Context: an optimization exercise on an open-source flow, tuned for small area. The choices shown serve that exercise and are no tape-out recipe. The RTL was checked by simulation tests, not by an equivalence proof against the original design. Power is estimated from default activity; no workload was simulated.

[design.v]
package ex_isa_pkg;
    typedef logic [31:0] word_t;        
    typedef logic [4:0]  reg_idx_t;     
    typedef logic [4:0]  shamt_t;       
    typedef logic [6:0]  opcode_t;      
    typedef logic [2:0]  funct3_t;      
    typedef logic [6:0]  funct7_t;      
    localparam opcode_t OPC_OP     = 7'b0110011;     
    localparam opcode_t OPC_OP_IMM = 7'b0010011;     
    localparam opcode_t OPC_LUI    = 7'b0110111;     
    localparam opcode_t OPC_AUIPC  = 7'b0010111;     
    localparam opcode_t OPC_BRANCH = 7'b1100011;     
    localparam opcode_t OPC_JAL    = 7'b1101111;     
    localparam opcode_t OPC_JALR   = 7'b1100111;     
    localparam funct3_t F3_ADD  = 3'b000;     
    localparam funct3_t F3_SLL  = 3'b001;     
    localparam funct3_t F3_SLT  = 3'b010;     
    localparam funct3_t F3_SLTU = 3'b011;     
    localparam funct3_t F3_XOR  = 3'b100;
    localparam funct3_t F3_SR   = 3'b101;     
    localparam funct3_t F3_OR   = 3'b110;
    localparam funct3_t F3_AND  = 3'b111;
    localparam funct3_t F3_BEQ  = 3'b000;
    localparam funct3_t F3_BNE  = 3'b001;
    localparam funct3_t F3_BLT  = 3'b100;
    localparam funct3_t F3_BGE  = 3'b101;
    localparam funct3_t F3_BLTU = 3'b110;
    localparam funct3_t F3_BGEU = 3'b111;
    localparam funct3_t F3_JALR = 3'b000;     
    localparam funct7_t FUNCT7_BASE = 7'b0000000;     
    localparam funct7_t FUNCT7_ALT  = 7'b0100000;     
    localparam word_t INSTR_BYTES = 32'd4;     
endpackage
package ex_ctrl_pkg;
    typedef enum logic [3:0] {
        ALU_ADD,
        ALU_SUB,
        ALU_SLL,
        ALU_SLT,      
        ALU_SLTU,     
        ALU_XOR,
        ALU_SRL,
        ALU_SRA,      
        ALU_OR,
        ALU_AND
    } alu_op_e;
    typedef enum logic [1:0] {
        OPA_RS1,      
        OPA_PC,       
        OPA_ZERO      
    } opa_sel_e;
    typedef enum logic {
        OPB_RS2,
        OPB_IMM
    } opb_sel_e;
    typedef enum logic [3:0] {
        BR_NONE,      
        BR_EQ,
        BR_NE,
        BR_LT,
        BR_GE,
        BR_LTU,
        BR_GEU,
        BR_JAL,       
        BR_JALR       
    } br_cond_e;
    typedef enum logic {
        RES_ALU,
        RES_LINK      
    } res_sel_e;
endpackage
module ex_add32 (input logic [31:0] a, input logic [31:0] b, input logic ci, output logic [31:0] s, output logic co);
    logic [31:0] p0;
    assign p0 = a ^ b;
    logic g_0_0;  assign g_0_0 = ci;
    logic g_1_1, p_1_1;  assign g_1_1 = a[0] & b[0];  assign p_1_1 = p0[0];
    logic g_2_2, p_2_2;  assign g_2_2 = a[1] & b[1];  assign p_2_2 = p0[1];
    logic g_3_3, p_3_3;  assign g_3_3 = a[2] & b[2];  assign p_3_3 = p0[2];
    logic g_4_4, p_4_4;  assign g_4_4 = a[3] & b[3];  assign p_4_4 = p0[3];
    logic g_5_5, p_5_5;  assign g_5_5 = a[4] & b[4];  assign p_5_5 = p0[4];
    logic g_6_6, p_6_6;  assign g_6_6 = a[5] & b[5];  assign p_6_6 = p0[5];
    logic g_7_7, p_7_7;  assign g_7_7 = a[6] & b[6];  assign p_7_7 = p0[6];
    logic g_8_8, p_8_8;  assign g_8_8 = a[7] & b[7];  assign p_8_8 = p0[7];
    logic g_9_9, p_9_9;  assign g_9_9 = a[8] & b[8];  assign p_9_9 = p0[8];
    logic g_10_10, p_10_10;  assign g_10_10 = a[9] & b[9];  assign p_10_10 = p0[9];
    logic g_11_11, p_11_11;  assign g_11_11 = a[10] & b[10];  assign p_11_11 = p0[10];
    logic g_12_12, p_12_12;  assign g_12_12 = a[11] & b[11];  assign p_12_12 = p0[11];
    logic g_13_13, p_13_13;  assign g_13_13 = a[12] & b[12];  assign p_13_13 = p0[12];
    logic g_14_14, p_14_14;  assign g_14_14 = a[13] & b[13];  assign p_14_14 = p0[13];
    logic g_15_15, p_15_15;  assign g_15_15 = a[14] & b[14];  assign p_15_15 = p0[14];
    logic g_16_16, p_16_16;  assign g_16_16 = a[15] & b[15];  assign p_16_16 = p0[15];
    logic g_17_17, p_17_17;  assign g_17_17 = a[16] & b[16];  assign p_17_17 = p0[16];
    logic g_18_18, p_18_18;  assign g_18_18 = a[17] & b[17];  assign p_18_18 = p0[17];
    logic g_19_19, p_19_19;  assign g_19_19 = a[18] & b[18];  assign p_19_19 = p0[18];
    logic g_20_20, p_20_20;  assign g_20_20 = a[19] & b[19];  assign p_20_20 = p0[19];
    logic g_21_21, p_21_21;  assign g_21_21 = a[20] & b[20];  assign p_21_21 = p0[20];
    logic g_22_22, p_22_22;  assign g_22_22 = a[21] & b[21];  assign p_22_22 = p0[21];
    logic g_23_23, p_23_23;  assign g_23_23 = a[22] & b[22];  assign p_23_23 = p0[22];
    logic g_24_24, p_24_24;  assign g_24_24 = a[23] & b[23];  assign p_24_24 = p0[23];
    logic g_25_25, p_25_25;  assign g_25_25 = a[24] & b[24];  assign p_25_25 = p0[24];
    logic g_26_26, p_26_26;  assign g_26_26 = a[25] & b[25];  assign p_26_26 = p0[25];
    logic g_27_27, p_27_27;  assign g_27_27 = a[26] & b[26];  assign p_27_27 = p0[26];
    logic g_28_28, p_28_28;  assign g_28_28 = a[27] & b[27];  assign p_28_28 = p0[27];
    logic g_29_29, p_29_29;  assign g_29_29 = a[28] & b[28];  assign p_29_29 = p0[28];
    logic g_30_30, p_30_30;  assign g_30_30 = a[29] & b[29];  assign p_30_30 = p0[29];
    logic g_31_31, p_31_31;  assign g_31_31 = a[30] & b[30];  assign p_31_31 = p0[30];
    logic g_32_32, p_32_32;  assign g_32_32 = a[31] & b[31];  assign p_32_32 = p0[31];
    logic g_1_0;  assign g_1_0 = g_1_1 | (p_1_1 & g_0_0);
    logic g_2_0;  assign g_2_0 = g_2_2 | (p_2_2 & g_1_0);
    logic g_3_0;  assign g_3_0 = g_3_3 | (p_3_3 & g_2_0);
    logic g_4_0;  assign g_4_0 = g_4_4 | (p_4_4 & g_3_0);
    logic g_5_0;  assign g_5_0 = g_5_5 | (p_5_5 & g_4_0);
    logic g_6_0;  assign g_6_0 = g_6_6 | (p_6_6 & g_5_0);
    logic g_7_0;  assign g_7_0 = g_7_7 | (p_7_7 & g_6_0);
    logic g_8_0;  assign g_8_0 = g_8_8 | (p_8_8 & g_7_0);
    logic g_10_9;  assign g_10_9 = g_10_10 | (p_10_10 & g_9_9);
    logic p_10_9;  assign p_10_9 = p_10_10 & p_9_9;
    logic g_12_11;  assign g_12_11 = g_12_12 | (p_12_12 & g_11_11);
    logic p_12_11;  assign p_12_11 = p_12_12 & p_11_11;
    logic g_14_13;  assign g_14_13 = g_14_14 | (p_14_14 & g_13_13);
    logic p_14_13;  assign p_14_13 = p_14_14 & p_13_13;
    logic g_16_15;  assign g_16_15 = g_16_16 | (p_16_16 & g_15_15);
    logic p_16_15;  assign p_16_15 = p_16_16 & p_15_15;
    logic g_18_17;  assign g_18_17 = g_18_18 | (p_18_18 & g_17_17);
    logic p_18_17;  assign p_18_17 = p_18_18 & p_17_17;
    logic g_20_19;  assign g_20_19 = g_20_20 | (p_20_20 & g_19_19);
    logic p_20_19;  assign p_20_19 = p_20_20 & p_19_19;
    logic g_22_21;  assign g_22_21 = g_22_22 | (p_22_22 & g_21_21);
    logic p_22_21;  assign p_22_21 = p_22_22 & p_21_21;
    logic g_24_23;  assign g_24_23 = g_24_24 | (p_24_24 & g_23_23);
    logic p_24_23;  assign p_24_23 = p_24_24 & p_23_23;
    logic g_26_25;  assign g_26_25 = g_26_26 | (p_26_26 & g_25_25);
    logic p_26_25;  assign p_26_25 = p_26_26 & p_25_25;
    logic g_28_27;  assign g_28_27 = g_28_28 | (p_28_28 & g_27_27);
    logic p_28_27;  assign p_28_27 = p_28_28 & p_27_27;
    logic g_30_29;  assign g_30_29 = g_30_30 | (p_30_30 & g_29_29);
    logic p_30_29;  assign p_30_29 = p_30_30 & p_29_29;
    logic g_32_31;  assign g_32_31 = g_32_32 | (p_32_32 & g_31_31);
    logic p_32_31;  assign p_32_31 = p_32_32 & p_31_31;
    logic g_11_9;  assign g_11_9 = g_11_11 | (p_11_11 & g_10_9);
    logic p_11_9;  assign p_11_9 = p_11_11 & p_10_9;
    logic g_12_9;  assign g_12_9 = g_12_11 | (p_12_11 & g_10_9);
    logic p_12_9;  assign p_12_9 = p_12_11 & p_10_9;
    logic g_15_13;  assign g_15_13 = g_15_15 | (p_15_15 & g_14_13);
    logic p_15_13;  assign p_15_13 = p_15_15 & p_14_13;
    logic g_16_13;  assign g_16_13 = g_16_15 | (p_16_15 & g_14_13);
    logic p_16_13;  assign p_16_13 = p_16_15 & p_14_13;
    logic g_19_17;  assign g_19_17 = g_19_19 | (p_19_19 & g_18_17);
    logic p_19_17;  assign p_19_17 = p_19_19 & p_18_17;
    logic g_20_17;  assign g_20_17 = g_20_19 | (p_20_19 & g_18_17);
    logic p_20_17;  assign p_20_17 = p_20_19 & p_18_17;
    logic g_23_21;  assign g_23_21 = g_23_23 | (p_23_23 & g_22_21);
    logic p_23_21;  assign p_23_21 = p_23_23 & p_22_21;
    logic g_24_21;  assign g_24_21 = g_24_23 | (p_24_23 & g_22_21);
    logic p_24_21;  assign p_24_21 = p_24_23 & p_22_21;
    logic g_27_25;  assign g_27_25 = g_27_27 | (p_27_27 & g_26_25);
    logic p_27_25;  assign p_27_25 = p_27_27 & p_26_25;
    logic g_28_25;  assign g_28_25 = g_28_27 | (p_28_27 & g_26_25);
    logic p_28_25;  assign p_28_25 = p_28_27 & p_26_25;
    logic g_31_29;  assign g_31_29 = g_31_31 | (p_31_31 & g_30_29);
    logic p_31_29;  assign p_31_29 = p_31_31 & p_30_29;
    logic g_32_29;  assign g_32_29 = g_32_31 | (p_32_31 & g_30_29);
    logic p_32_29;  assign p_32_29 = p_32_31 & p_30_29;
    logic g_13_9;  assign g_13_9 = g_13_13 | (p_13_13 & g_12_9);
    logic p_13_9;  assign p_13_9 = p_13_13 & p_12_9;
    logic g_14_9;  assign g_14_9 = g_14_13 | (p_14_13 & g_12_9);
    logic p_14_9;  assign p_14_9 = p_14_13 & p_12_9;
    logic g_15_9;  assign g_15_9 = g_15_13 | (p_15_13 & g_12_9);
    logic p_15_9;  assign p_15_9 = p_15_13 & p_12_9;
    logic g_16_9;  assign g_16_9 = g_16_13 | (p_16_13 & g_12_9);
    logic p_16_9;  assign p_16_9 = p_16_13 & p_12_9;
    logic g_21_17;  assign g_21_17 = g_21_21 | (p_21_21 & g_20_17);
    logic p_21_17;  assign p_21_17 = p_21_21 & p_20_17;
    logic g_22_17;  assign g_22_17 = g_22_21 | (p_22_21 & g_20_17);
    logic p_22_17;  assign p_22_17 = p_22_21 & p_20_17;
    logic g_23_17;  assign g_23_17 = g_23_21 | (p_23_21 & g_20_17);
    logic p_23_17;  assign p_23_17 = p_23_21 & p_20_17;
    logic g_24_17;  assign g_24_17 = g_24_21 | (p_24_21 & g_20_17);
    logic p_24_17;  assign p_24_17 = p_24_21 & p_20_17;
    logic g_29_25;  assign g_29_25 = g_29_29 | (p_29_29 & g_28_25);
    logic p_29_25;  assign p_29_25 = p_29_29 & p_28_25;
    logic g_30_25;  assign g_30_25 = g_30_29 | (p_30_29 & g_28_25);
    logic p_30_25;  assign p_30_25 = p_30_29 & p_28_25;
    logic g_31_25;  assign g_31_25 = g_31_29 | (p_31_29 & g_28_25);
    logic p_31_25;  assign p_31_25 = p_31_29 & p_28_25;
    logic g_32_25;  assign g_32_25 = g_32_29 | (p_32_29 & g_28_25);
    logic p_32_25;  assign p_32_25 = p_32_29 & p_28_25;
    logic g_17_9;  assign g_17_9 = g_17_17 | (p_17_17 & g_16_9);
    logic p_17_9;  assign p_17_9 = p_17_17 & p_16_9;
    logic g_18_9;  assign g_18_9 = g_18_17 | (p_18_17 & g_16_9);
    logic p_18_9;  assign p_18_9 = p_18_17 & p_16_9;
    logic g_19_9;  assign g_19_9 = g_19_17 | (p_19_17 & g_16_9);
    logic p_19_9;  assign p_19_9 = p_19_17 & p_16_9;
    logic g_20_9;  assign g_20_9 = g_20_17 | (p_20_17 & g_16_9);
    logic p_20_9;  assign p_20_9 = p_20_17 & p_16_9;
    logic g_21_9;  assign g_21_9 = g_21_17 | (p_21_17 & g_16_9);
    logic p_21_9;  assign p_21_9 = p_21_17 & p_16_9;
    logic g_22_9;  assign g_22_9 = g_22_17 | (p_22_17 & g_16_9);
    logic p_22_9;  assign p_22_9 = p_22_17 & p_16_9;
    logic g_23_9;  assign g_23_9 = g_23_17 | (p_23_17 & g_16_9);
    logic p_23_9;  assign p_23_9 = p_23_17 & p_16_9;
    logic g_24_9;  assign g_24_9 = g_24_17 | (p_24_17 & g_16_9);
    logic p_24_9;  assign p_24_9 = p_24_17 & p_16_9;
    logic g_25_9;  assign g_25_9 = g_25_25 | (p_25_25 & g_24_9);
    logic p_25_9;  assign p_25_9 = p_25_25 & p_24_9;
    logic g_26_9;  assign g_26_9 = g_26_25 | (p_26_25 & g_24_9);
    logic p_26_9;  assign p_26_9 = p_26_25 & p_24_9;
    logic g_27_9;  assign g_27_9 = g_27_25 | (p_27_25 & g_24_9);
    logic p_27_9;  assign p_27_9 = p_27_25 & p_24_9;
    logic g_28_9;  assign g_28_9 = g_28_25 | (p_28_25 & g_24_9);
    logic p_28_9;  assign p_28_9 = p_28_25 & p_24_9;
    logic g_29_9;  assign g_29_9 = g_29_25 | (p_29_25 & g_24_9);
    logic p_29_9;  assign p_29_9 = p_29_25 & p_24_9;
    logic g_30_9;  assign g_30_9 = g_30_25 | (p_30_25 & g_24_9);
    logic p_30_9;  assign p_30_9 = p_30_25 & p_24_9;
    logic g_31_9;  assign g_31_9 = g_31_25 | (p_31_25 & g_24_9);
    logic p_31_9;  assign p_31_9 = p_31_25 & p_24_9;
    logic g_32_9;  assign g_32_9 = g_32_25 | (p_32_25 & g_24_9);
    logic p_32_9;  assign p_32_9 = p_32_25 & p_24_9;
    logic g_9_0;  assign g_9_0 = g_9_9 | (p_9_9 & g_8_0);
    logic g_10_0;  assign g_10_0 = g_10_9 | (p_10_9 & g_8_0);
    logic g_11_0;  assign g_11_0 = g_11_9 | (p_11_9 & g_8_0);
    logic g_12_0;  assign g_12_0 = g_12_9 | (p_12_9 & g_8_0);
    logic g_13_0;  assign g_13_0 = g_13_9 | (p_13_9 & g_8_0);
    logic g_14_0;  assign g_14_0 = g_14_9 | (p_14_9 & g_8_0);
    logic g_15_0;  assign g_15_0 = g_15_9 | (p_15_9 & g_8_0);
    logic g_16_0;  assign g_16_0 = g_16_9 | (p_16_9 & g_8_0);
    logic g_17_0;  assign g_17_0 = g_17_9 | (p_17_9 & g_8_0);
    logic g_18_0;  assign g_18_0 = g_18_9 | (p_18_9 & g_8_0);
    logic g_19_0;  assign g_19_0 = g_19_9 | (p_19_9 & g_8_0);
    logic g_20_0;  assign g_20_0 = g_20_9 | (p_20_9 & g_8_0);
    logic g_21_0;  assign g_21_0 = g_21_9 | (p_21_9 & g_8_0);
    logic g_22_0;  assign g_22_0 = g_22_9 | (p_22_9 & g_8_0);
    logic g_23_0;  assign g_23_0 = g_23_9 | (p_23_9 & g_8_0);
    logic g_24_0;  assign g_24_0 = g_24_9 | (p_24_9 & g_8_0);
    logic g_25_0;  assign g_25_0 = g_25_9 | (p_25_9 & g_8_0);
    logic g_26_0;  assign g_26_0 = g_26_9 | (p_26_9 & g_8_0);
    logic g_27_0;  assign g_27_0 = g_27_9 | (p_27_9 & g_8_0);
    logic g_28_0;  assign g_28_0 = g_28_9 | (p_28_9 & g_8_0);
    logic g_29_0;  assign g_29_0 = g_29_9 | (p_29_9 & g_8_0);
    logic g_30_0;  assign g_30_0 = g_30_9 | (p_30_9 & g_8_0);
    logic g_31_0;  assign g_31_0 = g_31_9 | (p_31_9 & g_8_0);
    logic g_32_0;  assign g_32_0 = g_32_9 | (p_32_9 & g_8_0);
    assign s[0] = p0[0] ^ g_0_0;
    assign s[1] = p0[1] ^ g_1_0;
    assign s[2] = p0[2] ^ g_2_0;
    assign s[3] = p0[3] ^ g_3_0;
    assign s[4] = p0[4] ^ g_4_0;
    assign s[5] = p0[5] ^ g_5_0;
    assign s[6] = p0[6] ^ g_6_0;
    assign s[7] = p0[7] ^ g_7_0;
    assign s[8] = p0[8] ^ g_8_0;
    assign s[9] = p0[9] ^ g_9_0;
    assign s[10] = p0[10] ^ g_10_0;
    assign s[11] = p0[11] ^ g_11_0;
    assign s[12] = p0[12] ^ g_12_0;
    assign s[13] = p0[13] ^ g_13_0;
    assign s[14] = p0[14] ^ g_14_0;
    assign s[15] = p0[15] ^ g_15_0;
    assign s[16] = p0[16] ^ g_16_0;
    assign s[17] = p0[17] ^ g_17_0;
    assign s[18] = p0[18] ^ g_18_0;
    assign s[19] = p0[19] ^ g_19_0;
    assign s[20] = p0[20] ^ g_20_0;
    assign s[21] = p0[21] ^ g_21_0;
    assign s[22] = p0[22] ^ g_22_0;
    assign s[23] = p0[23] ^ g_23_0;
    assign s[24] = p0[24] ^ g_24_0;
    assign s[25] = p0[25] ^ g_25_0;
    assign s[26] = p0[26] ^ g_26_0;
    assign s[27] = p0[27] ^ g_27_0;
    assign s[28] = p0[28] ^ g_28_0;
    assign s[29] = p0[29] ^ g_29_0;
    assign s[30] = p0[30] ^ g_30_0;
    assign s[31] = p0[31] ^ g_31_0;
    assign co = g_32_0;
endmodule
module ex_add11 (input logic [10:0] a, input logic [10:0] b, input logic ci, output logic [10:0] s, output logic co);
    logic [10:0] p0;
    assign p0 = a ^ b;
    logic g_0_0;  assign g_0_0 = ci;
    logic g_1_1, p_1_1;  assign g_1_1 = a[0] & b[0];  assign p_1_1 = p0[0];
    logic g_2_2, p_2_2;  assign g_2_2 = a[1] & b[1];  assign p_2_2 = p0[1];
    logic g_3_3, p_3_3;  assign g_3_3 = a[2] & b[2];  assign p_3_3 = p0[2];
    logic g_4_4, p_4_4;  assign g_4_4 = a[3] & b[3];  assign p_4_4 = p0[3];
    logic g_5_5, p_5_5;  assign g_5_5 = a[4] & b[4];  assign p_5_5 = p0[4];
    logic g_6_6, p_6_6;  assign g_6_6 = a[5] & b[5];  assign p_6_6 = p0[5];
    logic g_7_7, p_7_7;  assign g_7_7 = a[6] & b[6];  assign p_7_7 = p0[6];
    logic g_8_8, p_8_8;  assign g_8_8 = a[7] & b[7];  assign p_8_8 = p0[7];
    logic g_9_9, p_9_9;  assign g_9_9 = a[8] & b[8];  assign p_9_9 = p0[8];
    logic g_10_10, p_10_10;  assign g_10_10 = a[9] & b[9];  assign p_10_10 = p0[9];
    logic g_11_11, p_11_11;  assign g_11_11 = a[10] & b[10];  assign p_11_11 = p0[10];
    logic g_1_0;  assign g_1_0 = g_1_1 | (p_1_1 & g_0_0);
    logic g_3_2;  assign g_3_2 = g_3_3 | (p_3_3 & g_2_2);
    logic p_3_2;  assign p_3_2 = p_3_3 & p_2_2;
    logic g_5_4;  assign g_5_4 = g_5_5 | (p_5_5 & g_4_4);
    logic p_5_4;  assign p_5_4 = p_5_5 & p_4_4;
    logic g_7_6;  assign g_7_6 = g_7_7 | (p_7_7 & g_6_6);
    logic p_7_6;  assign p_7_6 = p_7_7 & p_6_6;
    logic g_9_8;  assign g_9_8 = g_9_9 | (p_9_9 & g_8_8);
    logic p_9_8;  assign p_9_8 = p_9_9 & p_8_8;
    logic g_11_10;  assign g_11_10 = g_11_11 | (p_11_11 & g_10_10);
    logic p_11_10;  assign p_11_10 = p_11_11 & p_10_10;
    logic g_2_0;  assign g_2_0 = g_2_2 | (p_2_2 & g_1_0);
    logic g_3_0;  assign g_3_0 = g_3_2 | (p_3_2 & g_1_0);
    logic g_6_4;  assign g_6_4 = g_6_6 | (p_6_6 & g_5_4);
    logic p_6_4;  assign p_6_4 = p_6_6 & p_5_4;
    logic g_7_4;  assign g_7_4 = g_7_6 | (p_7_6 & g_5_4);
    logic p_7_4;  assign p_7_4 = p_7_6 & p_5_4;
    logic g_10_8;  assign g_10_8 = g_10_10 | (p_10_10 & g_9_8);
    logic p_10_8;  assign p_10_8 = p_10_10 & p_9_8;
    logic g_11_8;  assign g_11_8 = g_11_10 | (p_11_10 & g_9_8);
    logic p_11_8;  assign p_11_8 = p_11_10 & p_9_8;
    logic g_4_0;  assign g_4_0 = g_4_4 | (p_4_4 & g_3_0);
    logic g_5_0;  assign g_5_0 = g_5_4 | (p_5_4 & g_3_0);
    logic g_6_0;  assign g_6_0 = g_6_4 | (p_6_4 & g_3_0);
    logic g_7_0;  assign g_7_0 = g_7_4 | (p_7_4 & g_3_0);
    logic g_8_0;  assign g_8_0 = g_8_8 | (p_8_8 & g_7_0);
    logic g_9_0;  assign g_9_0 = g_9_8 | (p_9_8 & g_7_0);
    logic g_10_0;  assign g_10_0 = g_10_8 | (p_10_8 & g_7_0);
    logic g_11_0;  assign g_11_0 = g_11_8 | (p_11_8 & g_7_0);
    assign s[0] = p0[0] ^ g_0_0;
    assign s[1] = p0[1] ^ g_1_0;
    assign s[2] = p0[2] ^ g_2_0;
    assign s[3] = p0[3] ^ g_3_0;
    assign s[4] = p0[4] ^ g_4_0;
    assign s[5] = p0[5] ^ g_5_0;
    assign s[6] = p0[6] ^ g_6_0;
    assign s[7] = p0[7] ^ g_7_0;
    assign s[8] = p0[8] ^ g_8_0;
    assign s[9] = p0[9] ^ g_9_0;
    assign s[10] = p0[10] ^ g_10_0;
    assign co = g_11_0;
endmodule
module ex_top (
    input  logic        clk,
    input  logic        reset,
    input  logic        in_valid,
    input  logic [31:0] pc,
    input  logic [31:0] instr,
    input  logic [31:0] rs1_data,
    input  logic [31:0] rs2_data,
    output logic        out_valid,
    output logic [31:0] result,
    output logic [4:0]  rd,
    output logic        rd_write,
    output logic        redirect,
    output logic        illegal,
    output logic [31:0] target
);
    logic [6:0] op;
    logic [2:0] f3;
    logic [6:0] f7;
    assign op = instr[6:0];
    assign f3 = instr[14:12];
    assign f7 = instr[31:25];
    logic is_op, is_opi, is_lui, is_auipc, is_br, is_jal, is_jalr;
    logic base, alt, legal, writes;
    assign is_op    = (op == 7'b0110011);
    assign is_opi   = (op == 7'b0010011);
    assign is_lui   = (op == 7'b0110111);
    assign is_auipc = (op == 7'b0010111);
    assign is_br    = (op == 7'b1100011);
    assign is_jal   = (op == 7'b1101111);
    assign is_jalr  = (op == 7'b1100111);
    assign base     = (f7 == 7'b0000000);
    assign alt      = (f7 == 7'b0100000);
    always_comb begin
        legal = 1'b0;
        if (is_op)
            legal = base || (alt && (f3 == 3'b000 || f3 == 3'b101));
        else if (is_opi)
            legal = (f3 == 3'b001) ? base : (f3 == 3'b101) ? (base || alt) : 1'b1;
        else if (is_lui || is_auipc || is_jal)
            legal = 1'b1;
        else if (is_br)
            legal = (f3[2:1] != 2'b01);
        else if (is_jalr)
            legal = (f3 == 3'b000);
    end
    assign writes = !is_br;
    logic jump, use_pc, use_rs1, use_rev, use_rs2, is_u, is_j, is_i, alu_mode, sub;
    assign jump     = instr[6] & instr[2];                   
    assign is_u     = instr[4] & instr[2];                   
    assign is_j     = instr[3];                              
    assign is_i     = !is_u && !is_j;                        
    assign alu_mode = instr[4] & !instr[2];                  
    assign use_pc   = instr[3] | (is_u & !instr[5]);         
    assign use_rev  = alu_mode & (f3 == 3'b001);             
    assign use_rs1  = (!instr[2] | (instr[6] & !instr[3])) & !use_rev;   
    assign use_rs2  = instr[5] & !instr[2];                  
    assign sub      = (!instr[4] & !instr[2]) | (alu_mode & ((f3[2:1] == 2'b01) |
                                               (instr[5] & f3 == 3'b000 & instr[30])));
    logic [31:0] imm_a, rs1_rev, opa, opb, opbx;
    assign imm_a[0]     = is_i & instr[20];
    assign imm_a[10:1]  = is_u ? 10'b0 : instr[30:21];
    assign imm_a[11]    = is_i ? instr[31] : (is_j & instr[20]);
    assign imm_a[19:12] = is_i ? {8{instr[31]}} : instr[19:12];
    assign imm_a[30:20] = is_u ? instr[30:20] : {11{instr[31]}};
    assign imm_a[31]    = instr[31];
    for (genvar i = 0; i < 32; i++) begin : g_rev
        assign rs1_rev[i] = rs1_data[31-i];
    end
    assign opa  = (rs1_data & {32{use_rs1}}) | (pc & {32{use_pc}}) | (rs1_rev & {32{use_rev}});
    assign opb  = use_rs2 ? rs2_data : imm_a;
    assign opbx = opb ^ {32{sub}};
    logic [31:0] suma, p, g;
    logic        carry;
    ex_add32 i_adda (.a(opa), .b(opbx), .ci(sub), .s(suma), .co(carry));
    assign p = opa ^ opbx;
    assign g = opa & opbx;
    logic ltu, lt, eq;
    assign ltu = !carry;
    assign lt  = ltu ^ opa[31] ^ opb[31];
    assign eq  = &p;
    logic        fill;
    logic [4:0]  shamt;
    logic [31:0] s0, s1, s2, s3, s4, shr;
    assign fill  = instr[30] & opa[31];
    assign shamt = opb[4:0];
    for (genvar i = 0; i < 32; i++) begin : g_sh
        assign s0[i]  = shamt[4] ? ((i < 16) ? opa[i+16] : fill) : opa[i];
        assign s1[i]  = shamt[3] ? ((i < 24) ? s0[i+8]   : fill) : s0[i];
        assign s2[i]  = shamt[2] ? ((i < 28) ? s1[i+4]   : fill) : s1[i];
        assign s3[i]  = shamt[1] ? ((i < 30) ? s2[i+2]   : fill) : s2[i];
        assign s4[i]  = shamt[0] ? ((i < 31) ? s3[i+1]   : fill) : s3[i];
        assign shr[i] = s4[i];
    end
    logic sel_add, sel_sll, sel_sr, sel_p, sel_g, sel_slt;
    assign sel_add = !alu_mode | (f3 == 3'b000);
    assign sel_sll = alu_mode & (f3 == 3'b001);
    assign sel_sr  = alu_mode & (f3 == 3'b101);
    assign sel_slt = alu_mode & (f3[2:1] == 2'b01);
    assign sel_p   = alu_mode & (f3 == 3'b100 || f3 == 3'b110);     
    assign sel_g   = alu_mode & (f3[2:1] == 2'b11);                 
    logic [31:0] alu_out;
    logic        slt_bit;
    assign slt_bit = f3[0] ? ltu : lt;
    for (genvar i = 0; i < 32; i++) begin : g_res
        assign alu_out[i] = (suma[i] & sel_add) | (p[i] & sel_p) | (g[i] & sel_g) |
                            (shr[i] & sel_sr) | (shr[31-i] & sel_sll) |
                            ((i == 0) & slt_bit & sel_slt);
    end
    logic        is_b, sgn, c12;
    logic [11:1] immb;
    logic [31:0] sumb;
    logic [31:12] xb, pxb;
    assign is_b       = !instr[2];
    assign immb[1]    = is_b & instr[8];
    assign immb[2]    = is_b ? instr[9] : 1'b1;
    assign immb[4:3]  = {2{is_b}} & instr[11:10];
    assign immb[10:5] = {6{is_b}} & instr[30:25];
    assign immb[11]   = is_b & instr[7];
    assign sgn        = is_b & instr[31];
    assign sumb[0]    = pc[0];
    ex_add11 i_addb (.a(pc[11:1]), .b(immb[11:1]), .ci(1'b0), .s(sumb[11:1]), .co(c12));
    assign xb = pc[31:12] ^ {20{sgn}};
    assign pxb[12] = 1'b1;
    for (genvar i = 13; i < 32; i++) begin : g_pxb
        assign pxb[i] = pxb[i-1] & xb[i-1];
    end
    assign sumb[31:12] = pc[31:12] ^ ({20{c12 ^ sgn}} & pxb);
    logic taken, cond;
    assign cond  = f3[2] ? (f3[1] ? ltu : lt) : eq;
    assign taken = cond ^ f3[0];
    logic        rd_write_d, redirect_d;
    logic [31:0] result_d, target_d;
    assign rd_write_d = legal && writes && (instr[11:7] != 5'd0);
    assign redirect_d = legal && (jump || (is_br && taken));
    assign result_d   = jump ? sumb : alu_out;
    assign target_d   = jump ? {suma[31:1], suma[0] & instr[3]} : sumb;
    always_ff @(posedge clk) begin
        if (reset) begin
            out_valid <= 1'b0;
            rd_write  <= 1'b0;
            redirect  <= 1'b0;
            illegal   <= 1'b0;
        end else begin
            out_valid <= in_valid;
            rd_write  <= in_valid && rd_write_d;
            redirect  <= in_valid && redirect_d;
            illegal   <= in_valid && !legal;
        end
    end
    always_ff @(posedge clk) begin
        result <= result_d;
        rd     <= instr[11:7];
        target <= target_d;
    end
endmodule
[flow/run.sh]
#!/bin/bash
# The standard layout (standard.sh) with settings that save area:
# - synthesis maps with abc_area.script (choices, delay-oriented mapping, then
#   area-only standard-cell mapping with mux matching) instead of ORFS's area
#   script; everything else in the ORFS scripts is unchanged,
# - no full/half adder cells extracted before ABC (ADDER_MAP_FILE empty), so
#   ABC maps the adders' gates with the rest of the logic,
# - port buffers from the smallest buffer cell,
# - synthesis buffers removed at floorplan, non-critical gates downsized after
#   global routing,
# - clock tree from clkbuf_8 without dummy loads.
set -euo pipefail
rm -rf scripts_abc
cp -r "$FLOW_HOME/scripts" scripts_abc
cp flow/abc_area.script scripts_abc/abc_area.script
cat >> "$FLOW_CONFIG" <<'EOC'
export BUFFER_PORTS_ARGS = -buffer_cell sky130_fd_sc_hd__buf_1
export REMOVE_ABC_BUFFERS = 1
export ADDER_MAP_FILE =
export RECOVER_POWER = 100
export CTS_ARGS = -sink_clustering_enable -repair_clock_nets -buf_list sky130_fd_sc_hd__clkbuf_8 -dont_use_dummy_load -sink_clustering_size 25 -sink_clustering_max_diameter 80
EOC
SCRIPTS_DIR="$PWD/scripts_abc" bash standard.sh > standard.log 2>&1
[flow/abc_area.script]
strash
&get -n
&dch
&nf -p
&put
strash
dch
amap -m
buffer -c
topo
stime -c
upsize -c
dnsize -c
[standard.sh]
#!/bin/bash
# synth_recipe.tcl (not shown) runs the flow's synth.tcl, then flattens the netlist and writes it again
# the make line also repeats each setting of config.mk as NAME=value (left out here)
make -C /OpenROAD-flow-scripts/flow DESIGN_CONFIG=/design/flow/config.mk WORK_HOME=/design/flow/orfs CLKGATE_MAP_FILE= SYNTH_SCRIPT=/design/flow/synth_recipe.tcl "${@:-finish}"
[config.mk]
export PLATFORM = sky130hd
export DESIGN_NAME = ex_top
export DESIGN_NICKNAME = ex_top
export VERILOG_FILES = /design/flow/design.v
export SDC_FILE = /design/flow/constraint.sdc
export NUM_CORES = 4
export LEC_CHECK = 0
export ABC_AREA = 1
export CAP_MARGIN = 20
export CORE_MARGIN = 2
export CORE_UTILIZATION = 45
export GPL_TIMING_DRIVEN = 0
export SLEW_MARGIN = 20
export BUFFER_PORTS_ARGS = -buffer_cell sky130_fd_sc_hd__buf_1
export REMOVE_ABC_BUFFERS = 1
export ADDER_MAP_FILE =
export RECOVER_POWER = 100
export CTS_ARGS = -sink_clustering_enable -repair_clock_nets -buf_list sky130_fd_sc_hd__clkbuf_8 -dont_use_dummy_load -sink_clustering_size 25 -sink_clustering_max_diameter 80
[constraint.sdc]
create_clock -name core_clock -period 7.0 [get_ports {clk}]
set_input_delay 1.4000 -clock core_clock [delete_from_list [all_inputs] [get_ports {clk}]]
set_output_delay 1.4000 -clock core_clock [all_outputs]
set_load 0.01 [all_outputs]
==> results_dict.tcl, run 1 <==
set metrics [dict create \
    outcome "timing/DRC/antenna clean" \
    wl_met1_mm 13.8 \
    p_seq_share_pct 28.0 \
    synth_area_leader_cell "dfxtp_1" \
    cp.required_ns 7.32 \
    start_util_pct 46.1 \
    p_comb_share_pct 56.6 \
    crit_chain "buf_2, inv_2, nor2_4, clkinvlp_2, buf_4, and3_1, a221oi_1, nor2_1, a21oi_1, o21ai_0, or3_1, or2_1, or3_1, o221ai_2, inv_2, o21ai_2, nand2_1, o21ai_1, nor2_1, o32ai_1, o21ai_1, a21oi_1, nor2_1, nor2_1" \
    fin_ws_ns 0.252 \
    core_area_um2 16600 \
    wl_met2_mm 15.8 \
    crit_path_frequent_cell "nor2_1" \
    pwr-share-clk_pct 15.4 \
    grt_pass1_wl_mm 50.4 \
    finish.utilization_pct 54.2 \
    cts_root_buffer "clkbuf_8" \
    grt_pass1_vias 9131 \
    io_buffers 203 \
    drv_slew 0 \
    num_vias 10300 \
    top_layer_used "met4" \
    wire_per_inst_um 21.9 \
    track_usage_pct 36.6 \
    cp.arrival_ns 7.07 \
    globalplace.congestion 0.986 \
    relSlewSlack_pct 20.3 \
    switching_power_uw 865 \
    cts_buffers 9 \
    viasPerCell 6.47 \
    synth-seq-area-share_pct 19.1 \
    final_nets 1506 \
    hold_buffers 0 \
    pre_cts_slack_ns -1.63 \
    fin_crit_ns 6.75 \
    die_area_um2 18000 \
    setup_viol 0 \
    grt_max_degree 58 \
    crit_buf_inv 5 \
    synthArstFlopShare_pct 0 \
    syn-instance-count 1213 \
    post_synth_instance_area_um2 7640 \
    antenna_cells 0 \
    rows 47 \
    postRouteWirelength_mm 34.9 \
    swShare_pct 47.5 \
    peakVddDrop_mv 0.104 \
    power_leakage_uw 0.00327 \
    synth.distinct_cells 60 \
    cp_slowest_cell "or3_1" \
    slowest_delay_ns 0.46 \
    start_kind "input pin" \
    cts.sinks 73 \
    dieWidth_um 134 \
    grt-ovfl-total 0 \
    drtIter0Drc 1097 \
    yosys_warnings 1 \
    end_kind "flip-flop" \
    fin_crit_sh_pct 96.4 \
    finalPower_uw 1820 \
    cap_violations 0 \
    dp_hpwl_mm 26.5 \
    io_pins 204 \
    dr_wl_met3_mm 3.15 \
    drive_above_1_share_pct 7.14 \
    synth_seq_cells 73 \
    cellPowerDensity_nw_per_um2 202 \
    firstDrtPassIters 7 \
    worst_pin_slew_ns 1.19 \
    htreeDepth 3 \
    ant_nets 0 \
    synth_flop_cell "dfxtp_1" \
    max_clock_freq_ghz 0.148 \
    die_y_um 134 \
    yosysTopAreaCellShare_pct 19.1 \
    cts_tree "built" \
    area_growth_pct 17.6 \
    antenna_found_initial 0 \
    syn_avg_cell_area_um2 6.30 \
    crit_type "in2reg" \
    critPathTopFamily "compound AO/OA/AOI/OAI gates" \
    min_path_type "in2reg" \
    synth-edff-count 0 \
    synth_area_leaders "dfxtp_1 (19%), o22ai_1 (11%), nor2_1 (9.5%)" \
    crit_path_max_fanout 14 \
    fill_cells 1784 \
    clk_path_buf_depth 2 \
    tns_ns 0 \
    drcViolationCount 0 \
    final-hold-violation-count 0 \
    p_int_uw 954 \
    path_clk_slew_ns 0.08 \
]
## final cells by class
class | instances | area [um^2] | share of cell area, %
clock buffers | 9 | 124 | 1.38
inverters | 106 | 418 | 4.65
multi-input cells | 949 | 5590 | 62.2
flip-flops and latches | 73 | 1460 | 16.3
well taps | 220 | 275 | 3.06
repair buffers | 232 | 1100 | 12.3
repair inverters | 4 | 20.0 | 0.223
## stage by stage
stage | instance area, um^2 | hold WS (ns) | cells
after floorplan | 7300 | 1.43 | 1128
final | 8990 | 1.16 | 1593
after global routing | 8990 | 1.16 | 1593
after global placement | 8340 | 1.56 | 1551
after CTS | 8840 | 1.15 | 1579
after detailed placement | 8680 | 1.56 | 1568
## registers in the layout (all words and copies together), names as in the netlist
name	count
illegal	1
out_valid	1
redirect	1
target	32
rd	5
rd_write	1
result	32
## cell families (layout without fill, tap and decap cells)
kind of cell | Yosys count | count (layout) | synth area share, %
AND/OR/NAND/NOR | 369 | 369 | 20.4
XOR/XNOR | 1 | 1 | 0.115
AO/OA/AOI/OAI | 579 | 579 | 50.6
flip-flops | 73 | 73 | 19.1
buffers and inverters | 191 | 351 | 9.71
## layout by cell type (no fill, tap or decap), drive strengths merged, types with 6 or more instances in the layout
cell / n
o21ai: 135
a221oi: 13
a2111oi: 6
nor2: 196
a31oi: 7
or2: 8
nor3: 15
a21oi: 110
buf: 228
o221ai: 34
o22ai: 133
a21boi: 14
a222oi: 32
o22a: 45
nor2b: 10
clkinvlp: 9
nand2: 105
nand3: 6
o32a: 7
inv: 99
dfxtp: 73
nor4: 15
clkbuf: 12
o21a: 20
## power by group through the flow
stage	Clock (uW)	Combinational [uW]	Sequential, uW
after floorplan	0	607	558
after global routing	298	1110	515
after detailed placement	0	983	518
after global placement	0	959	517
final	280	1030	509
after CTS	284	992	509
## synthesized netlist by cell type, drive strengths merged (2+ instances only)
| cell | number |
|---|---|
| nor2 | 196 |
| o21ai | 135 |
| o22ai | 133 |
| a21oi | 110 |
| nand2 | 105 |
| inv | 104 |
| dfxtp | 73 |
| clkbuf | 68 |
| o22a | 45 |
| o221ai | 34 |
| a222oi | 32 |
| o21a | 20 |
| buf | 17 |
| nor3 | 15 |
| nor4 | 15 |
| a21boi | 14 |
| a221oi | 13 |
| nor2b | 10 |
| or2 | 8 |
| a31oi | 7 |
| o32a | 7 |
| a2111oi | 6 |
| nand3 | 6 |
| a211oi | 5 |
| or3 | 5 |
| and3 | 4 |
| a22oi | 3 |
| nand4 | 3 |
| a21o | 2 |
| clkinv | 2 |
| o2111ai | 2 |
| o21bai | 2 |
| o32ai | 2 |
## per-layer routing
metal	vias to the layer above	global-route usage, %
met4	0	21.1
met1	4655	45.3
met5	-	0
met3	126	5.97
met2	629	60.0
li1	4902	-
## worst paths after layout
kind / from / end / slack, ns / depth (start not counted)
max: instr[2] / redirect / 0.25 / 24
min: instr[10] / rd[3] / 1.16 / 1
## what timing repair did
item                       CTS  global route
buffers inserted             1            11
gates cloned                 1             3
setup endpoints to repair   49            29
resized for setup            8            11
pin swaps                    1             3
==> run 2, diff against run 1 <==
==> flow/abc_area.script (replaced) <==
strash
&get -n
&dch
&nf -p
&put
strash
dch
amap -m
buffer -c
topo
stime -c
dnsize -c
==> run 2 against run 1 <==
Sequential power about the same. Area after synthesis decreased by 1.7%. Maximum frequency down 0.42%. Core utilization increased by 1.5 points. Via count rose by 0.89%. Critical path type unchanged. Die area decreased by 1.7%.
==> results_dict.tcl, run 2 <==
set metrics [dict create \
    outcome "timing/DRC/antenna clean" \
    num_vias 10400 \
    synth_commonest_cells "nor2_1 (196), o21ai_0 (135), o22ai_1 (133)" \
    final-hold-violation-count 0 \
    globalplace.congestion 0.983 \
    grt_pass1_vias 9624 \
    cap_violations 0 \
    rows 47 \
    path_clk_slew_ns 0.09 \
    power_leakage_uw 0.00336 \
    start_util_pct 45.6 \
    grt-ovfl-total 0 \
    ant_nets 0 \
    grt_max_degree 48 \
    mostFrequentLayoutCells "buf_1 (200), nor2_1 (189), o22ai_1 (131), o21ai_0 (124), a21oi_1 (106)" \
    synth.distinct_cells 43 \
    crit_path_max_fanout 32 \
    syn_avg_cell_area_um2 6.19 \
    area_growth_pct 22.0 \
    drv_slew 0 \
    final_common_cell "buf_1" \
    crit_buf_inv 6 \
    cp_slowest_cell "a2111oi_0" \
    drive_above_1_share_pct 8.45 \
    min_path_type "in2reg" \
    cts_root_buffer "clkbuf_8" \
    hp-start "instr[9]" \
    syn-instance-count 1213 \
    timing.hold.ws_ns 1.16 \
    cp.arrival_ns 7.05 \
    start_kind "input pin" \
    fin_ws_ns 0.224 \
    synth_area_leaders "dfxtp_1 (19%), o22ai_1 (11%), nor2_1 (9.8%)" \
    hold_buffers 0 \
    pre_cts_slack_ns -2.66 \
    crit_path_frequent_cell "o21ai_0" \
    tns_ns 0 \
    synth-edff-count 0 \
    synth_flop_cell "dfxtp_1" \
    clk_path_buf_depth 2 \
    critPathTopFamily "compound AO/OA/AOI/OAI gates" \
    io_buffers 203 \
    die_y_um 133 \
    post_synth_instance_area_um2 7510 \
    yosys_warnings 1 \
    yosysMostFrequentCell "nor2_1" \
    whs_path_depth 1 \
    wire_per_inst_um 21.8 \
    dp_hpwl_mm 26.5 \
    end_kind "flip-flop" \
    viasPerCell 6.43 \
    placedInstanceArea_um2 8620 \
    rsz0062_at_grt "false" \
    firstDrtPassIters 7 \
    final_nets 1530 \
    cp.required_ns 7.27 \
    postRouteWirelength_mm 35.2 \
    fin_crit_ns 6.78 \
    yosysTopAreaCellShare_pct 19.5 \
    htreeDepth 3 \
    cts_buffers 9 \
    synth_seq_cells 73 \
    max_clock_freq_ghz 0.148 \
    grt_pass1_wl_mm 52.5 \
    top_regs "result (32), target (32), rd (5)" \
    drcViolationCount 0 \
    antenna_found_initial 0 \
    cts_tree "built" \
    dieWidth_um 133 \
    finish.utilization_pct 55.7 \
    peakVddDrop_mv 0.101 \
    cts.sinks 73 \
    setup_viol 0 \
    relSlewSlack_pct 19.1 \
    synth_area_leader_cell "dfxtp_1" \
    crit_type "in2reg" \
    slowest_delay_ns 0.83 \
    antenna_cells 0 \
    worst_pin_slew_ns 1.21 \
    fin_crit_sh_pct 96.8 \
    crit_chain "clkbuf_4, clkinvlp_4, buf_4, buf_4, a21oi_1, nor2_4, a222oi_1, clkbuf_1, o21ai_0, clkbuf_1, a21boi_0, nor2_1, a21oi_1, o22a_1, o22a_1, o21ai_0, o22ai_1, a2111oi_0, o21ai_0, o21a_1" \
    worstHoldEndpoint "rd[2]" \
    track_usage_pct 38.3 \
    synthArstFlopShare_pct 0 \
    cellPowerDensity_nw_per_um2 200 \
    fin_area_um2 9170 \
    io_pins 204 \
    core_area_um2 16500 \
    synth-seq-area-share_pct 19.5 \
    drtIter0Drc 1190 \
    die_area_um2 17700 \
]
run 2: cell types whose count changed after synthesis, sizes merged:
cell and change:
clkinv +1, clkbuf +14, buf -14, inv -1
run 2: stage by stage:
step           power, uW  std cells
2_1_floorplan       1150       1128
3_3_place_gp        1460       1551
3_5_place_dp        1490       1573
4_1_cts             1780       1596
5_1_grt             1940       1617
6_report            1830       1617
run 2: layer usage:
layer  GRT usage, %  share of wire [%]  up-vias
met1           47.9                 39     4620
met4           25.7                7.2        0
met2           60.6                 44      683
li1               -                  -     4965
met5              0                  0        -
met3           6.47                9.6      136
run 2: report_power, final:
| part | internal (uW) | total [uW] | leakage [uW] | switching (uW) |
|---|---|---|---|---|
| Clock | 115 | 278 | 0.0000647 | 163 |
| Sequential | 490 | 508 | 0.000615 | 18.2 |
| Combinational | 360 | 1040 | 0.00269 | 684 |
run 2: repair_timing:
action | CTS | global route
buffers inserted | 9 | 19
gates cloned | 5 | 2
endpoints found under the setup margin | 58 | 38
pin swaps | 2 | 5
gates resized for setup | 19 | 30
run 2: how the worst max path moves through the flow:
stage | endpoint | slack, ns | cells past startpoint | start
finish | result[23] | 0.22 | 20 | instr[2]
global route | result[28] | 0.007 | 37 | instr[2]
CTS | result[15] | -0.02 | 29 | instr[2]
detailed placement | result[31] | -2.66 | 28 | instr[2]
global placement | result[31] | -6.91 | 22 | instr[13]
floorplan | result[31] | -2.06 | 21 | instr[13]
run 2: logic make-up (layout without fill, tap and decap cells):
family,after synthesis,after routing,synth area share (%)
simple gates,369,370,20.4
flops,73,73,19.5
buf+inv,191,373,9.54
compound gates,579,580,50.5
xor+xnor,1,1,0.117
run 2: final cells by class:
cell class / count / area [um^2]
flip-flops and latches: 73 / 1460
fillers: 1781 / 7300
repair buffers: 253 / 1260
well taps: 220 / 275
multi-input cells: 951 / 5600
repair inverters: 5 / 25.0
inverters: 106 / 428
clock buffers: 9 / 124
==> run 3, diff against run 2 <==
--- a/flow/run.sh
+++ b/flow/run.sh
@@ -1,6 +1,6 @@
 #!/bin/bash
 # The standard layout (standard.sh) with settings that save area:
-# - synthesis maps with abc_area.script (choices, delay-oriented mapping, then
+# - synthesis maps with abc_area.script (resynthesis, delay-oriented mapping, then
 #   area-only standard-cell mapping with mux matching) instead of ORFS's area
 #   script; everything else in the ORFS scripts is unchanged,
 # - no full/half adder cells extracted before ABC (ADDER_MAP_FILE empty), so
==> flow/abc_area.script (replaced) <==
strash
&get -n
&synch2
&nf -p
&put
strash
dch
amap -m
buffer -c
topo
stime -c
upsize -c
dnsize -c
==> run 3 against run 2 <==
Sequential cell count is the same. Maximum frequency is 1.7% higher. Total power is 1.4% lower. Final area is 3.4% lower. Clock power decreased by 1%. Via count shrank 0.89%. Area after synthesis is essentially flat. Sequential share of layout area up 0.56 points. Non-clock buffer count fell by 21. Synthesized cell count fell by 0.74%. Critical endpoint unchanged.
==> results_dict.tcl, run 3 <==
set metrics [dict create \
    outcome "timing/DRC/antenna clean" \
    start_kind "input pin" \
    tns_ns 0 \
    path_clk_slew_ns 0.08 \
    setup_viol 0 \
    die_y_um 133 \
    final_common_cell "nor2_1" \
    synth_area_leader_cell "dfxtp_1" \
    globalplace.congestion 1.06 \
    ant_nets 0 \
    drtIter0Drc 1375 \
    multiInputGateArea_um2 5460 \
    synth_commonest_cells "nor2_1 (226), o22ai_1 (135), a21oi_1 (122)" \
    synth_top_family_by_area "compound AO/OA/AOI/OAI gates" \
    cts_buffers 9 \
    yosysTopAreaCellShare_pct 19.5 \
    synthArstFlopShare_pct 0 \
    clk_path_buf_depth 2 \
    dr_wl_met3_mm 3.12 \
    viasPerCell 6.46 \
    top_regs "result (32), target (32), rd (5)" \
    pwr-share-clk_pct 15.2 \
    fin_crit_sh_pct 95.2 \
    dp_hpwl_mm 26.5 \
    die_area_um2 17700 \
    hp-start "instr[8]" \
    synth.distinct_cells 56 \
    wl_met2_mm 15.7 \
    synth-seq-area-share_pct 19.5 \
    swShare_pct 47.6 \
    placed_cells 1570 \
    cap_violations 0 \
    rsz0062_at_grt "false" \
    synth_flop_cell "dfxtp_1" \
    wl_met1_mm 14.1 \
    start_util_pct 45.6 \
    postRouteWirelength_mm 34.9 \
    power_leakage_uw 0.00331 \
    syn_avg_cell_area_um2 6.24 \
    relSlewSlack_pct 24.9 \
    post_synth_instance_area_um2 7510 \
    switching_power_uw 859 \
    htreeDepth 3 \
    p_int_uw 946 \
    crit_type "in2reg" \
    top_layer_used "met4" \
    rows 47 \
    whs_path_depth 1 \
    crit_path_max_fanout 32 \
    min_path_type "in2reg" \
    synth-edff-count 0 \
    regArea_um2 1460 \
    cts_root_buffer "clkbuf_8" \
    antenna_cells 0 \
    cp.arrival_ns 6.88 \
    area_growth_pct 17.9 \
    wire_per_inst_um 21.8 \
    core_area_um2 16500 \
    cts_tree "built" \
    drive_above_1_share_pct 6.90 \
    grt_max_degree 67 \
    synth-simple-area-share_pct 21.0 \
    grt_pass1_wl_mm 51.0 \
    layout.cells.non_filler 1597 \
    drv_slew 0 \
    dieWidth_um 133 \
    synth_seq_cells 73 \
    synth_area_leaders "dfxtp_1 (19%), nor2_1 (11%), o22ai_1 (11%)" \
    end_kind "flip-flop" \
    io_buffers 203 \
    cts.sinks 73 \
    num_vias 10300 \
    p_comb_share_pct 56.7 \
    cellPowerDensity_nw_per_um2 204 \
    mostFrequentLayoutCells "nor2_1 (223), buf_1 (198), o22ai_1 (135), a21oi_1 (122), inv_1 (97)" \
    fin_crit_ns 6.66 \
    drcViolationCount 0 \
    synthAdderAreaFrac_pct 0 \
    yosysMostFrequentCell "nor2_1" \
    peakVddDrop_mv 0.0988 \
    final_nets 1510 \
    worst_pin_slew_ns 1.12 \
    worstHoldEndpoint "rd[1]" \
    fill_cells 1772 \
    yosys_warnings 1 \
    track_usage_pct 37.3 \
    firstDrtPassIters 8 \
    muxShareOfSynthArea_pct 0 \
    p_seq_share_pct 28.1 \
    grt-ovfl-total 0 \
    grt_pass1_vias 9059 \
    syn-instance-count 1204 \
    cp.required_ns 7.22 \
    antenna_found_initial 0 \
    final-hold-violation-count 0 \
    max_clock_freq_ghz 0.150 \
    io_pins 204 \
    synth_compound_area_share_pct 49.6 \
    finish.utilization_pct 53.8 \
    synth_xor_xnor_area_share_pct 0.117 \
]
## run 3: cell types whose count changed after synthesis, sizes merged, moves of 12 or more
cell	delta
nor2	+35
clkbuf	-22
o221ai	-16
o22a	-15
a21boi	-14
nand2	-14
a21oi	+13
inv	+13
o21ai	-12
## run 3: worst max path at each step
stage          depth (start not counted)       from  slack, ns         end
3_3_place_gp                          26   instr[2]      -3.18  result[23]
4_1_cts                               29   instr[2]       0.02  result[23]
2_1_floorplan                         26   instr[5]      -0.43  result[31]
6_report                              28   instr[2]       0.34  result[23]
3_5_place_dp                          26   instr[2]      -1.24  result[23]
5_1_grt                               26  instr[14]      0.006  result[31]
## run 3: kinds of logic after synthesis
group / Yosys count
AO/OA/AOI/OAI: 561
XOR/XNOR: 1
buffers and inverters: 190
flip-flops: 73
AND/OR/NAND/NOR: 379
## run 3: worst max-delay path, cell delays in order
cell and delay [ns]:
clkbuf_4 0.33, inv_4 0.15, nand2_4 0.15, nor3_4 0.07, buf_8 0.18, nor2_4 0.66
a222oi_1 0.38, o22ai_1 0.34, o21ai_1 0.15, o21ai_1 0.23, o21ai_1 0.15, nand2_1 0.08
o21ai_1 0.11, inv_2 0.09, o32ai_2 0.11, o21ai_2 0.25, inv_2 0.11, o31ai_2 0.38
inv_1 0.07, o21ai_1 0.22, inv_2 0.09, o21ai_1 0.17, nor2_1 0.06, a21oi_1 0.23
o22a_1 0.17, o21ai_1 0.06, nor3_1 0.32, o22ai_1 0.12
## run 3: per-layer routing
metal / GRT usage (%) / vias to the layer above
li1: - / 4909
met1: 49.1 / 4656
met2: 60.3 / 647
met3: 4.83 / 99
met4: 18.6 / 0
met5: 0 / -
## run 3: final cells by class
cell class                 instances  share of cell area, %
tap                              220                   3.11
inverter                         119                   5.21
timing repair buffer             232                   12.1
clock buffer                       9                   1.40
sequential                        73                   16.5
multi-input combinational        944                   61.7
## run 3: power by group through the flow
stage	combinational [uW]	sequential (uW)	clock (uW)
after CTS	983	508	276
after global routing	1110	513	289
after detailed placement	974	517	0
after global placement	958	516	0
final	1020	508	274
after floorplan	609	558	0
## run 3: what timing repair did
action                     in CTS  in global routing
hold buffers                    0                  0
setup endpoints to repair      52                 32
gates resized for setup         6                 11
setup buffers                   0                 13
cloned                          1                  2
pin swaps                       3                  7
## run 3: metrics by stage
step / hold slack (ns) / instance area [um^2] / total power, uW / setup slack [ns]
global placement: 1.56 / 8250 / 1470 / -3.18
global route: 1.17 / 8850 / 1910 / 0.00596
floorplan: 1.43 / 7210 / 1170 / -0.427
CTS: 1.16 / 8690 / 1770 / 0.0205
finish: 1.17 / 8850 / 1810 / 0.337
detailed placement: 1.56 / 8520 / 1490 / -1.24
==> run 4, diff against run 3 <==
==> flow/abc_area.script (replaced) <==
strash
&get -n
&synch2
&nf -p
&put
strash
dch
amap -m -F 2
buffer -c
topo
stime -c
upsize -c
dnsize -c
==> run 4 against run 3 <==
Final cell count shrank 1.4%. Critical endpoint is now result[0]. Maximum frequency increased by 0.16%. Worst hold slack worse by 0.034 ns. Synthesized cell count fell by 0.25%. Sequential share of layout area rose by 0.30 points. Die area down 0.20%. Sequential power is essentially flat. Wire length barely moved. Largest power group unchanged. Clock power rose by 1%. Sequential cell count unchanged. Via count fell by 0.66%. Combinational power about the same.
==> results_dict.tcl, run 4 <==
set metrics [dict create \
    grt-ovfl-total 0 \
    power_leakage_uw 0.00323 \
    synth_flop_cell "dfxtp_1" \
    grt_pass1_wl_mm 52.3 \
    area_growth_pct 16.1 \
    synth.distinct_cells 61 \
    globalplace.congestion 0.992 \
    peakVddDrop_mv 0.126 \
    cts_tree "built" \
    synth_area_leaders "dfxtp_1 (20%), o22ai_1 (11%), nor2_1 (11%)" \
    finalPower_uw 1800 \
    fin_ws_ns 0.347 \
    final-hold-violation-count 0 \
    syn-instance-count 1201 \
    io_buffers 203 \
    synthArstFlopShare_pct 0 \
    final_nets 1487 \
    hold_buffers 0 \
    swShare_pct 47.9 \
    core_area_um2 16400 \
    worst_pin_slew_ns 1.16 \
    dieWidth_um 133 \
    firstDrtPassIters 8 \
    drive_above_1_share_pct 6.20 \
    track_usage_pct 38.5 \
    die_y_um 133 \
    cts_root_buffer "clkbuf_8" \
    use_met1_pct 48.0 \
    syn_avg_cell_area_um2 6.24 \
    num_vias 10200 \
    rows 47 \
    pwr-share-clk_pct 15.4 \
    switching_power_uw 863 \
    drcViolationCount 0 \
    synth_area_leader_cell "dfxtp_1" \
    post_synth_instance_area_um2 7490 \
    wire_per_inst_um 22.1 \
    top_usage_layer "met2" \
    antenna_found_initial 0 \
    start_kind "input pin" \
    crit_type "in2reg" \
    pre_cts_slack_ns -1.68 \
    fill_cells 1794 \
    antenna_cells 0 \
    outcome "timing/DRC/antenna clean" \
    cp.required_ns 7.31 \
    min_path_type "in2reg" \
    yosysMostFrequentCell "nor2_1" \
    top_regs "result (32), target (32), rd (5)" \
    cts.sinks 73 \
    clk_path_buf_depth 2 \
    max_clock_freq_ghz 0.150 \
    p_comb_share_pct 56.3 \
    relSlewSlack_pct 22.6 \
    viasPerCell 6.51 \
    htreeDepth 3 \
    cellPowerDensity_nw_per_um2 207 \
    synth-edff-count 0 \
    fin_crit_ns 6.65 \
    cap_violations 0 \
    synth_commonest_cells "nor2_1 (212), o22ai_1 (132), a21oi_1 (123)" \
    final_common_cell "nor2_1" \
    crit_path_frequent_cell "o21ai_2" \
    path_clk_slew_ns 0.09 \
    end_kind "flip-flop" \
    cp.arrival_ns 6.96 \
    yosys_warnings 1 \
    cts_buffers 9 \
    slowest_delay_ns 0.42 \
    ant_nets 0 \
    drtIter0Drc 1189 \
    p_int_uw 938 \
    start_util_pct 45.7 \
    grt_max_degree 66 \
    crit_buf_inv 7 \
    cp_slowest_cell "a2111oi_0" \
    synth-seq-area-share_pct 19.5 \
    p_seq_share_pct 28.2 \
    mostFrequentLayoutCells "nor2_1 (208), buf_1 (201), o22ai_1 (131), a21oi_1 (122), o21ai_0 (109)" \
    fin_crit_sh_pct 95.0 \
    synth_seq_cells 73 \
    rsz0062_at_grt "false" \
    postRouteWirelength_mm 34.8 \
    die_area_um2 17700 \
    crit_path_max_fanout 30 \
    use_met2_pct 60.7 \
    dp_hpwl_mm 26.1 \
    setup_viol 0 \
    io_pins 204 \
    yosysTopAreaCellShare_pct 19.5 \
    critPathTopFamily "compound AO/OA/AOI/OAI gates" \
    drv_slew 0 \
    grt_pass1_vias 9221 \
    use_met3_pct 6.17 \
]
run 4: changes by cell type in the layout (fill, tap and decap cells not counted), sizes merged, moves of 5 or more:
cell     before  now
nand2        91   98
a2111oi       9   14
nor2        232  215
buf         226  217
run 4: path summary, 6_finish.rpt:
path | from | endpoint | slack, ns | cells after the start
worst max-delay path | instr[2] | result[0] | 0.35 | 26
worst min-delay path | instr[8] | rd[1] | 1.13 | 1
run 4: timing repair:
action | in CTS | in global routing
cloned | 2 | 1
endpoints found under the setup margin | 55 | 20
pin swaps | 5 | 3
buffers inserted | 4 | 2
resized for setup | 8 | 11
endpoints found under the hold margin | 0 | 0
run 4: area by class of cell:
cell class              count  area, um^2  share of cell area [%]
well taps                 220         275                    3.17
clock buffers               9         124                    1.42
multi-input cells         936        5450                    62.6
repair buffers            218         932                    10.7
repair inverters            1        5.00                  0.0575
inverters                 117         453                    5.21
flip-flops and latches     73        1460                    16.8
run 4: metrics by stage:
stage | utilization (%) | hold WS [ns] | TNS, ns | area, um^2 | instances
floorplan | - | 1.43 | -15.02 | 7190 | 1124
global placement | 50.1 | 1.56 | -198.30 | 8230 | 1547
detailed placement | 51.4 | 1.55 | -54.20 | 8430 | 1556
CTS | 52.7 | 1.14 | 0 | 8650 | 1571
global route | 53.0 | 1.15 | 0 | 8700 | 1574
finish | 53.0 | 1.13 | 0 | 8700 | 1574
run 4: power groups by stage:
| stage | Clock [uW] | Combinational (uW) | Sequential [uW] |
|---|---|---|---|
| final | 278 | 1010 | 509 |
| after global routing | 299 | 1100 | 515 |
| after CTS | 279 | 981 | 509 |
| after detailed placement | 0 | 966 | 518 |
| after global placement | 0 | 955 | 517 |
| after floorplan | 0 | 603 | 558 |
run 4: logic make-up after synthesis:
group / Yosys count / synth area share, %
AOI/OAI and AO/OA: 566 / 50.2
and+or+nand+nor: 366 / 20.2
buffers and inverters: 194 / 9.92
DFF: 73 / 19.5
xor gates and xnor gates: 1 / 0.117
muxes: 1 / 0.134
run 4: routing by layer:
layer | wire (um) | share of wire (%)
met5 | 0 | 0
met4 | 2690 | 7.7
met3 | 3380 | 9.7
met2 | 15100 | 43
met1 | 13700 | 39
==> run 5, diff against run 4 <==
==> flow/abc_area.script (replaced) <==
strash
&get -n
&synch2
&nf -p
&put
strash
dch
amap -m -F 4
buffer -c
topo
stime -c
upsize -c
dnsize -c
==> run 5 against run 4 <==
Still clean on timing, DRC and antenna. Core utilization grew 1.7 points. Global-route usage shrank 1.1 points. Final cell count shrank 1.2%. Final area grew 0.63%. Total power grew 0.78%. Worst hold slack gained 0.0095 ns. Largest cell class unchanged.
==> results_dict.tcl, run 5 <==
set metrics [dict create \
    dp_hpwl_mm 25.8 \
    yosys_warnings 1 \
    finish.utilization_pct 54.7 \
    syn_avg_cell_area_um2 6.33 \
    top_regs "result (32), target (32), rd (5)" \
    crit_chain "clkbuf_1, inv_2, nor2_4, inv_2, nor3_4, nor2_4, a222oi_1, nor2_1, a21oi_1, inv_1, or3_1, or3_1, or3_1, nor2_1, nor3_4, o21a_1, o21ai_2, o22ai_1, nor2_1, a21oi_1, nand2_1, o21ai_0, nor4_1, o22ai_1" \
    min_path_type "in2reg" \
    synth_commonest_cells "nor2_1 (179), o21ai_0 (134), a21oi_1 (123)" \
    io_pins 204 \
    outcome "timing/DRC/antenna clean" \
    num_vias 10300 \
    power_leakage_uw 0.00325 \
    final_common_cell "buf_1" \
    crit_path_start "instr[4]" \
    p_seq_share_pct 28.1 \
    start_kind "input pin" \
    antenna_found_initial 0 \
    grt_max_degree 69 \
    start_util_pct 46.4 \
    clk_path_buf_depth 2 \
    swShare_pct 47.6 \
    cap_violations 0 \
    grt_pass1_wl_mm 51.0 \
    cp.arrival_ns 6.96 \
    synthArstFlopShare_pct 0 \
    end_kind "flip-flop" \
    drtIter0Drc 1453 \
    yosysMostFrequentCell "nor2_1" \
    crit_type "in2reg" \
    synth_area_leader_cell "dfxtp_1" \
    drcViolationCount 0 \
    cts.sinks 73 \
    mostFrequentLayoutCells "buf_1 (200), nor2_1 (174), o21ai_0 (136), a21oi_1 (121), o22ai_1 (121)" \
    post_synth_instance_area_um2 7420 \
    antenna_cells 0 \
    wire_per_inst_um 22.2 \
    htreeDepth 3 \
    ant_nets 0 \
    die_area_um2 17500 \
    io_buffers 203 \
    cellPowerDensity_nw_per_um2 207 \
    finalPower_uw 1820 \
    area_growth_pct 17.9 \
    crit_path_max_fanout 32 \
    fin_crit_sh_pct 96.3 \
    tns_ns 0 \
    cts_buffers 9 \
    globalplace.congestion 1.01 \
    max_clock_freq_ghz 0.148 \
    timing.hold.ws_ns 1.14 \
    synth.distinct_cells 56 \
    postRouteWirelength_mm 34.5 \
    p_int_uw 951 \
    track_usage_pct 37.4 \
    core_area_um2 16000 \
    fin_crit_ns 6.74 \
    dieWidth_um 132 \
    synth-seq-area-share_pct 19.7 \
    grt_pass1_vias 8998 \
    synth_flop_cell "dfxtp_1" \
    drive_above_1_share_pct 6.95 \
    firstDrtPassIters 10 \
    final_nets 1472 \
    synth-edff-count 0 \
    syn-instance-count 1172 \
    yosysTopAreaCellShare_pct 19.7 \
    synth_seq_cells 73 \
    drv_slew 0 \
    slowest_delay_ns 1.02 \
    pwr-share-clk_pct 15.0 \
    path_clk_slew_ns 0.09 \
    rows 46 \
    cp.required_ns 7.22 \
    peakVddDrop_mv 0.109 \
    p_comb_share_pct 56.9 \
    crit_end "result[31]" \
    setup_viol 0 \
    relSlewSlack_pct 20.3 \
    viasPerCell 6.60 \
    final-hold-violation-count 0 \
    cp_slowest_cell "a222oi_1" \
    rsz0062_at_grt "false" \
    die_y_um 132 \
    synth_area_leaders "dfxtp_1 (20%), o22ai_1 (10%), nor2_1 (9.1%)" \
    grt-ovfl-total 0 \
    cts_root_buffer "clkbuf_8" \
    worst_pin_slew_ns 1.20 \
    switching_power_uw 864 \
    fill_cells 1750 \
    cts_tree "built" \
]
## run 5: cell families (layout without fill, tap and decap cells)
logic type | Yosys count | after routing | synth area share, %
AO/OA/AOI/OAI | 585 | 586 | 51.9
AND/OR/NAND/NOR | 325 | 325 | 18.5
buffers and inverters | 187 | 353 | 9.68
flip-flops | 73 | 73 | 19.7
XOR/XNOR | 1 | 1 | 0.118
multiplexers | 1 | 1 | 0.135
## run 5: final cells by class
type / instances / area, um^2 / share of cell area (%)
Multi-Input combinational cell: 913 / 5400 / 61.6
Sequential cell: 73 / 1460 / 16.7
Timing Repair Buffer: 230 / 1050 / 12.0
Inverter: 111 / 440 / 5.03
Tap cell: 216 / 270 / 3.09
Clock buffer: 9 / 124 / 1.42
Timing Repair inverter: 3 / 15.0 / 0.172
## run 5: metrics by stage
stage               cells  instance area (um^2)  setup WS, ns
floorplan            1096                  7120         -1.05
global placement     1515                  8150         -4.54
detailed placement   1528                  8380         -1.82
CTS                  1542                  8600        0.0125
global route         1555                  8750       0.00933
finish               1555                  8750         0.260
## run 5: layer usage
layer	track usage [%]	vias to the layer above	routed length, um	share of wire [%]
met1	48.2	4631	13700	40
met4	22.2	0	2090	6.1
met2	59.5	683	15300	44
met3	5.06	120	3380	9.8
li1	-	4833	-	-
met5	0	-	0	0
## run 5: critical path: cells and delay by family
kind | cells | cell delay, ns
and+or+nand+nor | 12 | 2.85
AOI/OAI and AO/OA | 8 | 2.15
buffers and inverters | 4 | 0.55
## run 5: worst min path at each step
stage,startpoint,slack [ns],depth (start not counted),end
floorplan,instr[7],1.43,0,rd[0]
global placement,instr[9],1.55,1,rd[2]
detailed placement,instr[8],1.53,1,rd[1]
CTS,instr[8],1.12,1,rd[1]
global route,instr[8],1.13,1,rd[1]
finish,instr[8],1.14,1,rd[1]
## run 5: timing repair
| action | CTS | global route |
|---|---|---|
| setup endpoints to repair | 56 | 31 |
| buffers inserted | 2 | 11 |
| hold buffers | 0 | 0 |
| resized for setup | 20 | 10 |
| gates cloned | 3 | 1 |
| pin swaps | 3 | 5 |
## run 5: power by group through the flow
stage / registers (uW) / clock network, uW / logic [uW]
after detailed placement: 518 / 0 / 970
final: 510 / 273 / 1030
after CTS: 511 / 280 / 987
after global placement: 518 / 0 / 959
after global routing: 517 / 296 / 1120
after floorplan: 559 / 0 / 603

static timing again, ports no longer ideal:
The results above use ideal ports. As a check the final layouts listed here were re-extracted and re-timed, cells and wires unchanged. Step 1 sets driving cells, clkbuf_16 on the clock port and buf_2 on the other inputs (assumed; they add their load-dependent delay and slew). Step 2 also shifts input and output timing later by t, the mid clock arrival at the registers, as if the neighbouring blocks saw the same clock. Three values: ideal ports, drivers, drivers and shift; two values: the first two.
run	t (ns)	setup slack, ns	clock arrival spread, ns	worst slew at a driven data input, ns
run 1	0.418	0.252 / 0.272 / -0.147	0.021 / 0.021	0.06
run 2	0.411	0.224 / 0.244 / -0.167	0.028 / 0.028	0.04
run 3	0.421	0.337 / 0.349 / -0.073	0.026 / 0.027	0.06
run 4	0.427	0.347 / 0.359 / -0.068	0.032 / 0.032	0.04
run 5	0.417	0.260 / 0.258 / -0.159	0.036 / 0.035	0.05
With both steps, setup timing fails in every run listed, where it was met with ideal ports. For run 5, which loses most, drivers alone change the setup slack by -0.002 ns; drivers and shift together by -0.419 ns.
